What follows belongs to an exercise in optimizing a design on an open flow for small area, a short achievable clock period and few clock cycles per item; a production flow would make more cautious choices. The RTL was checked by simulation tests, not by an equivalence proof against the original design.

==> 02-01 <==
==> flow/design.v <==
`timescale 1ns/1ps
package router_pkg;
  localparam int flit_w = 32;
  localparam int coord_w = 2;
  localparam int num_ports = 5;
  localparam int port_n = 0;
  localparam int port_e = 1;
  localparam int port_w = 2;
  localparam int port_s = 3;
  localparam int port_l = 4;
  typedef logic [flit_w-1:0] flit_t;
  typedef logic [num_ports-1:0] port_vec_t;
  localparam int num_stages = 2;
  localparam logic [num_stages*num_ports-1:0] stage_members = {
    5'b11101,    
    5'b00010     
  };
endpackage
`timescale 1ns/1ps
module router_fifo (
  input  logic [router_pkg::num_ports:0]                           sel,    
  input  logic [router_pkg::num_ports-1:0][router_pkg::flit_w-1:0] rx_data,
  input  router_pkg::flit_t                                        held,
  output router_pkg::flit_t                                        next
);
  always_comb begin
    next = {router_pkg::flit_w{sel[router_pkg::num_ports]}} & held;
    for (int i = 0; i < router_pkg::num_ports; i++) begin
      next = next | ({router_pkg::flit_w{sel[i]}} & rx_data[i]);
    end
  end
endmodule
`timescale 1ns/1ps
module route_compute #(
  parameter int cur_x = 0,
  parameter int cur_y = 0
) (
  input  router_pkg::flit_t     flit,
  output router_pkg::port_vec_t route
);
  logic [router_pkg::coord_w-1:0] dst_x;
  logic [router_pkg::coord_w-1:0] dst_y;
  logic [router_pkg::coord_w-1:0] here_x;
  logic [router_pkg::coord_w-1:0] here_y;
  assign dst_y = flit[29:28];
  assign dst_x = flit[27:26];
  assign here_x = router_pkg::coord_w'(cur_x);
  assign here_y = router_pkg::coord_w'(cur_y);
  always_comb begin
    route = '0;
    if (dst_x > here_x) begin
      route[router_pkg::port_e] = 1'b1;
    end else if (dst_x < here_x) begin
      route[router_pkg::port_w] = 1'b1;
    end else if (dst_y > here_y) begin
      route[router_pkg::port_s] = 1'b1;
    end else if (dst_y < here_y) begin
      route[router_pkg::port_n] = 1'b1;
    end else begin
      route[router_pkg::port_l] = 1'b1;
    end
  end
endmodule
`timescale 1ns/1ps
module input_port (
  input  logic                          take_now,   
  input  router_pkg::port_vec_t         take_on,    
  input  router_pkg::port_vec_t         tx_dcts,
  output logic                          rx_dcts
);
  assign rx_dcts = take_now | ((take_on & tx_dcts) != '0);
endmodule
`timescale 1ns/1ps
module output_arbiter #(
  parameter router_pkg::port_vec_t members = '1
) (
  input  logic                  clk,
  input  logic                  rst,
  input  logic [router_pkg::num_ports-1:0][router_pkg::flit_w-1:0] rx_data,
  input  router_pkg::port_vec_t rx_rts,
  input  router_pkg::port_vec_t req,        
  input  logic [router_pkg::num_ports-1:0][router_pkg::num_ports-1:0] route,   
  output router_pkg::port_vec_t owner,      
  output router_pkg::port_vec_t take_now,   
  output logic [router_pkg::num_ports-1:0][router_pkg::num_ports-1:0] take_on,   
  output router_pkg::flit_t     tx_data,    
  output router_pkg::port_vec_t tx_rts,     
  input  router_pkg::port_vec_t tx_dcts
);
  localparam int np = router_pkg::num_ports;
  router_pkg::port_vec_t own;        
  logic                  busy;
  router_pkg::port_vec_t pkt_dest;   
  logic                  ready;
  logic                  load;
  logic                  free;
  router_pkg::port_vec_t sel;
  router_pkg::flit_t     sel_flit;
  logic                  tail;
  router_pkg::port_vec_t pick_route;
  router_pkg::port_vec_t after;
  router_pkg::port_vec_t req_hi;
  router_pkg::port_vec_t pick;
  assign owner = busy ? own : '0;
  assign ready = ((tx_rts & ~tx_dcts) == '0);
  assign take_now = (tx_rts == '0) ? owner : '0;
  always_comb begin
    for (int i = 0; i < np; i++) begin
      take_on[i] = owner[i] ? tx_rts : '0;
    end
  end
  assign load = ((owner & rx_rts) != '0) && ready;
  assign sel = ready ? own : '0;
  router_fifo i_flit_mux (
    .sel     ({!ready, sel}),
    .rx_data (rx_data),
    .held    (tx_data),
    .next    (sel_flit)
  );
  always_comb begin
    tail = 1'b0;
    pick_route = '0;
    for (int i = 0; i < np; i++) begin
      tail = tail | (own[i] & rx_data[i][31]);
      pick_route = pick_route | ({np{pick[i]}} & route[i]);
    end
  end
  assign free = !busy || (load && tail);
  always_comb begin
    after[0] = 1'b0;
    for (int p = 1; p < np; p++) begin
      after[p] = after[p-1] | own[p-1];
    end
  end
  assign req_hi = req & after;
  always_comb begin : rotate
    logic seen_hi;
    logic seen;
    seen_hi = 1'b0;
    seen = 1'b0;
    for (int p = 0; p < np; p++) begin
      pick[p] = (req_hi[p] && !seen_hi) || (req[p] && !seen && req_hi == '0);
      seen_hi = seen_hi | req_hi[p];
      seen = seen | req[p];
    end
  end
  always_ff @(posedge clk) begin
    if (rst) begin
      busy <= 1'b0;
      own  <= router_pkg::port_vec_t'(1) << router_pkg::port_l;
    end else if (free) begin
      busy <= (req != '0);
      if (req != '0) begin
        own      <= pick;
        pkt_dest <= pick_route & members;
      end
    end
  end
  always_ff @(posedge clk) begin
    tx_data <= sel_flit;
  end
  always_ff @(posedge clk) begin
    if (rst) begin
      tx_rts <= '0;
    end else if (load) begin
      tx_rts <= pkt_dest;
    end else if (ready) begin
      tx_rts <= '0;
    end
  end
endmodule
`timescale 1ns/1ps
module noc_router #(
  parameter int cur_x = 0,
  parameter int cur_y = 0
) (
  input  logic                            clk,
  input  logic                            rst,
  input  logic [router_pkg::num_ports-1:0][router_pkg::flit_w-1:0] rx_data,
  input  logic [router_pkg::num_ports-1:0] rx_rts,
  output logic [router_pkg::num_ports-1:0] rx_dcts,
  output logic [router_pkg::num_ports-1:0][router_pkg::flit_w-1:0] tx_data,
  output logic [router_pkg::num_ports-1:0] tx_rts,
  input  logic [router_pkg::num_ports-1:0] tx_dcts
);
  localparam int np = router_pkg::num_ports;
  localparam int ns = router_pkg::num_stages;
  logic [np-1:0][np-1:0] route;       
  logic [ns-1:0][np-1:0] st_req;      
  logic [ns-1:0][np-1:0] st_take_now;   
  logic [ns-1:0][np-1:0][np-1:0] st_take_on;   
  logic [ns-1:0][np-1:0] st_owner;    
  logic [ns-1:0][np-1:0] st_rts;      
  logic [ns-1:0][router_pkg::flit_w-1:0] st_data;
  logic [np-1:0]         in_pkt;      
  logic [np-1:0]         take_now;    
  logic [np-1:0][np-1:0] take_on;     
  for (genvar i = 0; i < np; i++) begin : g_in
    route_compute #(
      .cur_x (cur_x),
      .cur_y (cur_y)
    ) i_route_compute (
      .flit  (rx_data[i]),
      .route (route[i])
    );
  end
  always_comb begin : link
    in_pkt  = '0;
    take_now = '0;
    take_on = '0;
    tx_rts  = '0;
    for (int s = 0; s < ns; s++) begin
      in_pkt  = in_pkt | st_owner[s];
      take_now = take_now | st_take_now[s];
      for (int i = 0; i < np; i++) begin
        take_on[i] = take_on[i] | st_take_on[s][i];
      end
      tx_rts  = tx_rts | st_rts[s];
    end
    for (int s = 0; s < ns; s++) begin
      for (int i = 0; i < np; i++) begin
        st_req[s][i] = rx_rts[i] & !in_pkt[i] & ((route[i] & router_pkg::stage_members[s*np +: np]) != '0);
      end
    end
    for (int o = 0; o < np; o++) begin
      tx_data[o] = '0;
      for (int s = 0; s < ns; s++) begin
        if (router_pkg::stage_members[s*np + o]) begin
          tx_data[o] = st_data[s];
        end
      end
    end
  end
  for (genvar i = 0; i < np; i++) begin : g_dcts
    input_port i_input_port (
      .take_now (take_now[i]),
      .take_on  (take_on[i]),
      .tx_dcts  (tx_dcts),
      .rx_dcts  (rx_dcts[i])
    );
  end
  for (genvar s = 0; s < ns; s++) begin : g_stage
    output_arbiter #(
      .members (router_pkg::stage_members[s*np +: np])
    ) i_output_arbiter (
      .clk     (clk),
      .rst     (rst),
      .rx_data (rx_data),
      .rx_rts  (rx_rts),
      .req     (st_req[s]),
      .route   (route),
      .take_now (st_take_now[s]),
      .take_on (st_take_on[s]),
      .owner   (st_owner[s]),
      .tx_data (st_data[s]),
      .tx_rts  (st_rts[s]),
      .tx_dcts (tx_dcts)
    );
  end
endmodule
`timescale 1ns/1ps
module router_top (
  input  logic         clk,
  input  logic         rst,
  input  logic [159:0] rx_data,
  input  logic [4:0]   rx_rts,
  output logic [4:0]   rx_dcts,
  output logic [159:0] tx_data,
  output logic [4:0]   tx_rts,
  input  logic [4:0]   tx_dcts
);
  noc_router #(
    .cur_x (1),
    .cur_y (1)
  ) i_noc_router (
    .clk     (clk),
    .rst     (rst),
    .rx_data (rx_data),
    .rx_rts  (rx_rts),
    .rx_dcts (rx_dcts),
    .tx_data (tx_data),
    .tx_rts  (tx_rts),
    .tx_dcts (tx_dcts)
  );
endmodule
==> flow/flow/run.sh <==
#!/bin/bash
# The standard layout, with the smallest buffer on every port (buffer_ports
# would otherwise pick clkdlybuf4s50_1); repair_timing still resizes any port
# buffer on a path that needs it.
set -euo pipefail
export BUFFER_PORTS_ARGS="-buffer_cell sky130_fd_sc_hd__buf_1"
bash standard.sh > standard_flow.log 2>&1
==> flow/standard.sh <==
#!/bin/bash
# synth_recipe.tcl (not shown) runs the flow's synth.tcl, then flattens the netlist and writes it again
# the make line also repeats each setting of config.mk as NAME=value (left out here)
make -C /OpenROAD-flow-scripts/flow DESIGN_CONFIG=/design/flow/config.mk WORK_HOME=/design/flow/orfs CLKGATE_MAP_FILE= SYNTH_SCRIPT=/design/flow/synth_recipe.tcl "${@:-finish}"
==> flow/config.mk <==
export PLATFORM = sky130hd
export DESIGN_NAME = router_top
export DESIGN_NICKNAME = router_top
export VERILOG_FILES = /design/flow/design.v
export SDC_FILE = /design/flow/constraint.sdc
export NUM_CORES = 4
export LEC_CHECK = 0
export CAP_MARGIN = 20
export CORE_MARGIN = 2
export CORE_UTILIZATION = 30
export PLACE_DENSITY = 0.4
export SETUP_SLACK_MARGIN = 2.6
export SLEW_MARGIN = 20
export SYNTH_HIERARCHICAL = 1
==> flow/constraint.sdc <==
create_clock -name core_clock -period 5.0 [get_ports {clk}]
set_input_delay 1.0000 -clock core_clock [delete_from_list [all_inputs] [get_ports {clk}]]
set_output_delay 1.0000 -clock core_clock [all_outputs]
set_load 0.01 [all_outputs]
==> 05-15: changes against 02-01 <==
--- a/flow/design.v
+++ b/flow/design.v
@@ -16,20 +16,6 @@
     5'b00010     
   };
 endpackage
-`timescale 1ns/1ps
-module router_fifo (
-  input  logic [router_pkg::num_ports:0]                           sel,    
-  input  logic [router_pkg::num_ports-1:0][router_pkg::flit_w-1:0] rx_data,
-  input  router_pkg::flit_t                                        held,
-  output router_pkg::flit_t                                        next
-);
-  always_comb begin
-    next = {router_pkg::flit_w{sel[router_pkg::num_ports]}} & held;
-    for (int i = 0; i < router_pkg::num_ports; i++) begin
-      next = next | ({router_pkg::flit_w{sel[i]}} & rx_data[i]);
-    end
-  end
-endmodule
 `timescale 1ns/1ps
 module route_compute #(
   parameter int cur_x = 0,
@@ -62,15 +48,6 @@
   end
 endmodule
 `timescale 1ns/1ps
-module input_port (
-  input  logic                          take_now,   
-  input  router_pkg::port_vec_t         take_on,    
-  input  router_pkg::port_vec_t         tx_dcts,
-  output logic                          rx_dcts
-);
-  assign rx_dcts = take_now | ((take_on & tx_dcts) != '0);
-endmodule
-`timescale 1ns/1ps
 module output_arbiter #(
   parameter router_pkg::port_vec_t members = '1
 ) (
@@ -80,9 +57,8 @@
   input  router_pkg::port_vec_t rx_rts,
   input  router_pkg::port_vec_t req,        
   input  logic [router_pkg::num_ports-1:0][router_pkg::num_ports-1:0] route,   
+  output router_pkg::port_vec_t take,       
   output router_pkg::port_vec_t owner,      
-  output router_pkg::port_vec_t take_now,   
-  output logic [router_pkg::num_ports-1:0][router_pkg::num_ports-1:0] take_on,   
   output router_pkg::flit_t     tx_data,    
   output router_pkg::port_vec_t tx_rts,     
   input  router_pkg::port_vec_t tx_dcts
@@ -94,38 +70,28 @@
   logic                  ready;
   logic                  load;
   logic                  free;
-  router_pkg::port_vec_t sel;
   router_pkg::flit_t     sel_flit;
-  logic                  tail;
   router_pkg::port_vec_t pick_route;
   router_pkg::port_vec_t after;
   router_pkg::port_vec_t req_hi;
   router_pkg::port_vec_t pick;
   assign owner = busy ? own : '0;
-  assign ready = ((tx_rts & ~tx_dcts) == '0);
-  assign take_now = (tx_rts == '0) ? owner : '0;
-  always_comb begin
-    for (int i = 0; i < np; i++) begin
-      take_on[i] = owner[i] ? tx_rts : '0;
-    end
-  end
-  assign load = ((owner & rx_rts) != '0) && ready;
-  assign sel = ready ? own : '0;
-  router_fifo i_flit_mux (
-    .sel     ({!ready, sel}),
-    .rx_data (rx_data),
-    .held    (tx_data),
-    .next    (sel_flit)
-  );
-  always_comb begin
-    tail = 1'b0;
+  assign ready = ((tx_rts & ~tx_dcts & members) == '0);
+  assign take = ready ? (owner & rx_rts) : '0;
+  assign load = (take != '0);
+  always_comb begin : xbar
+    sel_flit = '0;
     pick_route = '0;
     for (int i = 0; i < np; i++) begin
-      tail = tail | (own[i] & rx_data[i][31]);
-      pick_route = pick_route | ({np{pick[i]}} & route[i]);
-    end
-  end
-  assign free = !busy || (load && tail);
+      if (own[i]) begin
+        sel_flit = sel_flit | rx_data[i];
+      end
+      if (pick[i]) begin
+        pick_route = pick_route | route[i];
+      end
+    end
+  end
+  assign free = !busy || (load && sel_flit[31]);
   always_comb begin
     after[0] = 1'b0;
     for (int p = 1; p < np; p++) begin
@@ -133,17 +99,7 @@
     end
   end
   assign req_hi = req & after;
-  always_comb begin : rotate
-    logic seen_hi;
-    logic seen;
-    seen_hi = 1'b0;
-    seen = 1'b0;
-    for (int p = 0; p < np; p++) begin
-      pick[p] = (req_hi[p] && !seen_hi) || (req[p] && !seen && req_hi == '0);
-      seen_hi = seen_hi | req_hi[p];
-      seen = seen | req[p];
-    end
-  end
+  assign pick = (req_hi != '0) ? (req_hi & ~(req_hi - 1'b1)) : (req & ~(req - 1'b1));
   always_ff @(posedge clk) begin
     if (rst) begin
       busy <= 1'b0;
@@ -157,7 +113,9 @@
     end
   end
   always_ff @(posedge clk) begin
-    tx_data <= sel_flit;
+    if (load) begin
+      tx_data <= sel_flit;
+    end
   end
   always_ff @(posedge clk) begin
     if (rst) begin
@@ -187,14 +145,11 @@
   localparam int ns = router_pkg::num_stages;
   logic [np-1:0][np-1:0] route;       
   logic [ns-1:0][np-1:0] st_req;      
-  logic [ns-1:0][np-1:0] st_take_now;   
-  logic [ns-1:0][np-1:0][np-1:0] st_take_on;   
+  logic [ns-1:0][np-1:0] st_take;     
   logic [ns-1:0][np-1:0] st_owner;    
   logic [ns-1:0][np-1:0] st_rts;      
   logic [ns-1:0][router_pkg::flit_w-1:0] st_data;
   logic [np-1:0]         in_pkt;      
-  logic [np-1:0]         take_now;    
-  logic [np-1:0][np-1:0] take_on;     
   for (genvar i = 0; i < np; i++) begin : g_in
     route_compute #(
       .cur_x (cur_x),
@@ -206,15 +161,11 @@
   end
   always_comb begin : link
     in_pkt  = '0;
-    take_now = '0;
-    take_on = '0;
+    rx_dcts = '0;
     tx_rts  = '0;
     for (int s = 0; s < ns; s++) begin
       in_pkt  = in_pkt | st_owner[s];
-      take_now = take_now | st_take_now[s];
-      for (int i = 0; i < np; i++) begin
-        take_on[i] = take_on[i] | st_take_on[s][i];
-      end
+      rx_dcts = rx_dcts | st_take[s];
       tx_rts  = tx_rts | st_rts[s];
     end
     for (int s = 0; s < ns; s++) begin
@@ -230,14 +181,6 @@
         end
       end
     end
-  end
-  for (genvar i = 0; i < np; i++) begin : g_dcts
-    input_port i_input_port (
-      .take_now (take_now[i]),
-      .take_on  (take_on[i]),
-      .tx_dcts  (tx_dcts),
-      .rx_dcts  (rx_dcts[i])
-    );
   end
   for (genvar s = 0; s < ns; s++) begin : g_stage
     output_arbiter #(
@@ -249,8 +192,7 @@
       .rx_rts  (rx_rts),
       .req     (st_req[s]),
       .route   (route),
-      .take_now (st_take_now[s]),
-      .take_on (st_take_on[s]),
+      .take    (st_take[s]),
       .owner   (st_owner[s]),
       .tx_data (st_data[s]),
       .tx_rts  (st_rts[s]),
==> flow/run.sh (new file) <==
#!/bin/bash
# synth_recipe.tcl (not shown) runs the flow's synth.tcl, then flattens the netlist and writes it again
# the make line also repeats each setting of config.mk as NAME=value (left out here)
make -C /OpenROAD-flow-scripts/flow DESIGN_CONFIG=/design/flow/config.mk WORK_HOME=/design/flow/orfs CLKGATE_MAP_FILE= SYNTH_SCRIPT=/design/flow/synth_recipe.tcl finish
- SETUP_SLACK_MARGIN: 2.6 -> 2.4
- SYNTH_HIERARCHICAL: 1 -> default
removed: flow/flow/run.sh
removed: flow/standard.sh
==> 05-06: changes against 02-01 <==
--- a/flow/design.v
+++ b/flow/design.v
@@ -16,20 +16,6 @@
     5'b00010     
   };
 endpackage
-`timescale 1ns/1ps
-module router_fifo (
-  input  logic [router_pkg::num_ports:0]                           sel,    
-  input  logic [router_pkg::num_ports-1:0][router_pkg::flit_w-1:0] rx_data,
-  input  router_pkg::flit_t                                        held,
-  output router_pkg::flit_t                                        next
-);
-  always_comb begin
-    next = {router_pkg::flit_w{sel[router_pkg::num_ports]}} & held;
-    for (int i = 0; i < router_pkg::num_ports; i++) begin
-      next = next | ({router_pkg::flit_w{sel[i]}} & rx_data[i]);
-    end
-  end
-endmodule
 `timescale 1ns/1ps
 module route_compute #(
   parameter int cur_x = 0,
@@ -62,15 +48,6 @@
   end
 endmodule
 `timescale 1ns/1ps
-module input_port (
-  input  logic                          take_now,   
-  input  router_pkg::port_vec_t         take_on,    
-  input  router_pkg::port_vec_t         tx_dcts,
-  output logic                          rx_dcts
-);
-  assign rx_dcts = take_now | ((take_on & tx_dcts) != '0);
-endmodule
-`timescale 1ns/1ps
 module output_arbiter #(
   parameter router_pkg::port_vec_t members = '1
 ) (
@@ -111,19 +88,16 @@
   end
   assign load = ((owner & rx_rts) != '0) && ready;
   assign sel = ready ? own : '0;
-  router_fifo i_flit_mux (
-    .sel     ({!ready, sel}),
-    .rx_data (rx_data),
-    .held    (tx_data),
-    .next    (sel_flit)
-  );
-  always_comb begin
+  always_comb begin : xbar
+    sel_flit = '0;
     tail = 1'b0;
     pick_route = '0;
     for (int i = 0; i < np; i++) begin
+      sel_flit = sel_flit | ({router_pkg::flit_w{sel[i]}} & rx_data[i]);
       tail = tail | (own[i] & rx_data[i][31]);
       pick_route = pick_route | ({np{pick[i]}} & route[i]);
     end
+    sel_flit = sel_flit | ({router_pkg::flit_w{!ready}} & tx_data);
   end
   assign free = !busy || (load && tail);
   always_comb begin
@@ -193,8 +167,6 @@
   logic [ns-1:0][np-1:0] st_rts;      
   logic [ns-1:0][router_pkg::flit_w-1:0] st_data;
   logic [np-1:0]         in_pkt;      
-  logic [np-1:0]         take_now;    
-  logic [np-1:0][np-1:0] take_on;     
   for (genvar i = 0; i < np; i++) begin : g_in
     route_compute #(
       .cur_x (cur_x),
@@ -206,14 +178,12 @@
   end
   always_comb begin : link
     in_pkt  = '0;
-    take_now = '0;
-    take_on = '0;
+    rx_dcts = '0;
     tx_rts  = '0;
     for (int s = 0; s < ns; s++) begin
       in_pkt  = in_pkt | st_owner[s];
-      take_now = take_now | st_take_now[s];
       for (int i = 0; i < np; i++) begin
-        take_on[i] = take_on[i] | st_take_on[s][i];
+        rx_dcts[i] = rx_dcts[i] | st_take_now[s][i] | ((st_take_on[s][i] & tx_dcts) != '0);
       end
       tx_rts  = tx_rts | st_rts[s];
     end
@@ -230,14 +200,6 @@
         end
       end
     end
-  end
-  for (genvar i = 0; i < np; i++) begin : g_dcts
-    input_port i_input_port (
-      .take_now (take_now[i]),
-      .take_on  (take_on[i]),
-      .tx_dcts  (tx_dcts),
-      .rx_dcts  (rx_dcts[i])
-    );
   end
   for (genvar s = 0; s < ns; s++) begin : g_stage
     output_arbiter #(
- SETUP_SLACK_MARGIN: 2.6 -> 2.5
- SYNTH_HIERARCHICAL: 1 -> default
==> impl_metrics.toml <==
[synthesis]
synth_simple_gate_area_frac = 0.249
ys.flop_type = "dfxtp_1"
synth_top_area_frac = 0.234
synthTopCellsByArea = "dfxtp_1, a22oi_1, buf_4"

[pwr]
clkPwrFrac = 0.242

[critical_path]
rr_worst_depth = 10

[outcome]
outcome = "finished clean"
[end of results for 02-01]
==> impl_metrics.toml <==
[floorplanning]
core_sq_um = 18600

[final_layout]
final_util = 0.364
inv_count = 9

[synthesis]
synthTopCellsByArea = "dfxtp_1, buf_4, a222oi_1"
synth_simple_gate_area_frac = 0.135

[pwr]
clkPwrFrac = 0.248

[sta]
worst_pin_slew_ps = 729

[critical_path]
rr_worst_depth = 7

[outcome]
outcome = "finished clean"
[end of results for 05-06]
==> impl_metrics.toml <==
[synthesis]
synth_simple_gate_area_frac = 0.130
synth_top_area_frac = 0.362
synthTopCellsByArea = "edfxtp_1, buf_4, a222oi_1"
synthAdderAreaFrac = 0
ys.flop_type = "edfxtp_1"

[critical_path]
rr_worst_depth = 6
critPathTopFamily = "simple AND/OR/NAND/NOR gates"

[placed_design]
dpl.cell_count = 1025

[global_route]
grt_max_degree = 43

[pwr]
clkPwrFrac = 0.282

[outcome]
outcome = "finished clean"
[end of results for 05-15]
Testbench counts of 02-01, summed over its fixed seeds: cycles 6,621, flits 10,803.
Testbench counts of 05-15, summed over its fixed seeds: cycles 6,621, flits 10,803.
Testbench counts of 05-06, summed over its fixed seeds: cycles 6,621, flits 10,803.

-- separate check: timing with driven ports --
In the flow no input, the clock included, has a driving cell. The finished layouts below were timed again as built, in two steps.
Step 1: set_driving_cell puts a clkbuf_16 on clk and a buf_2 on each other input, an assumption about the parent block.
Step 2 times the ports against the registers' clock, not the clock port: input delays grow and output delays shrink by t, the midpoint of the rising clock arrivals with the driver on.
a / b / c = ideal / step 1 / step 2; a / b = the first two.
| run | shift t [ns] | setup WS [ns] | worst data-port slew with drivers (ns) | pins driven straight from the clock port |
|---|---|---|---|---|
| 02-01 | 0.395 | 2.111 / 2.090 / 1.714 | 0.08 | 1 |
| 05-15 | 0.384 | 2.121 / 2.084 / 1.864 | 0.09 | 1 |
| 05-06 | 0.382 | 2.168 / 2.136 / 2.136 | 0.07 | 1 |
After both steps every run listed still meets setup and hold. The setup slack of 02-01, which loses most, moves by -0.021 ns with the drivers and by -0.397 ns with both steps.
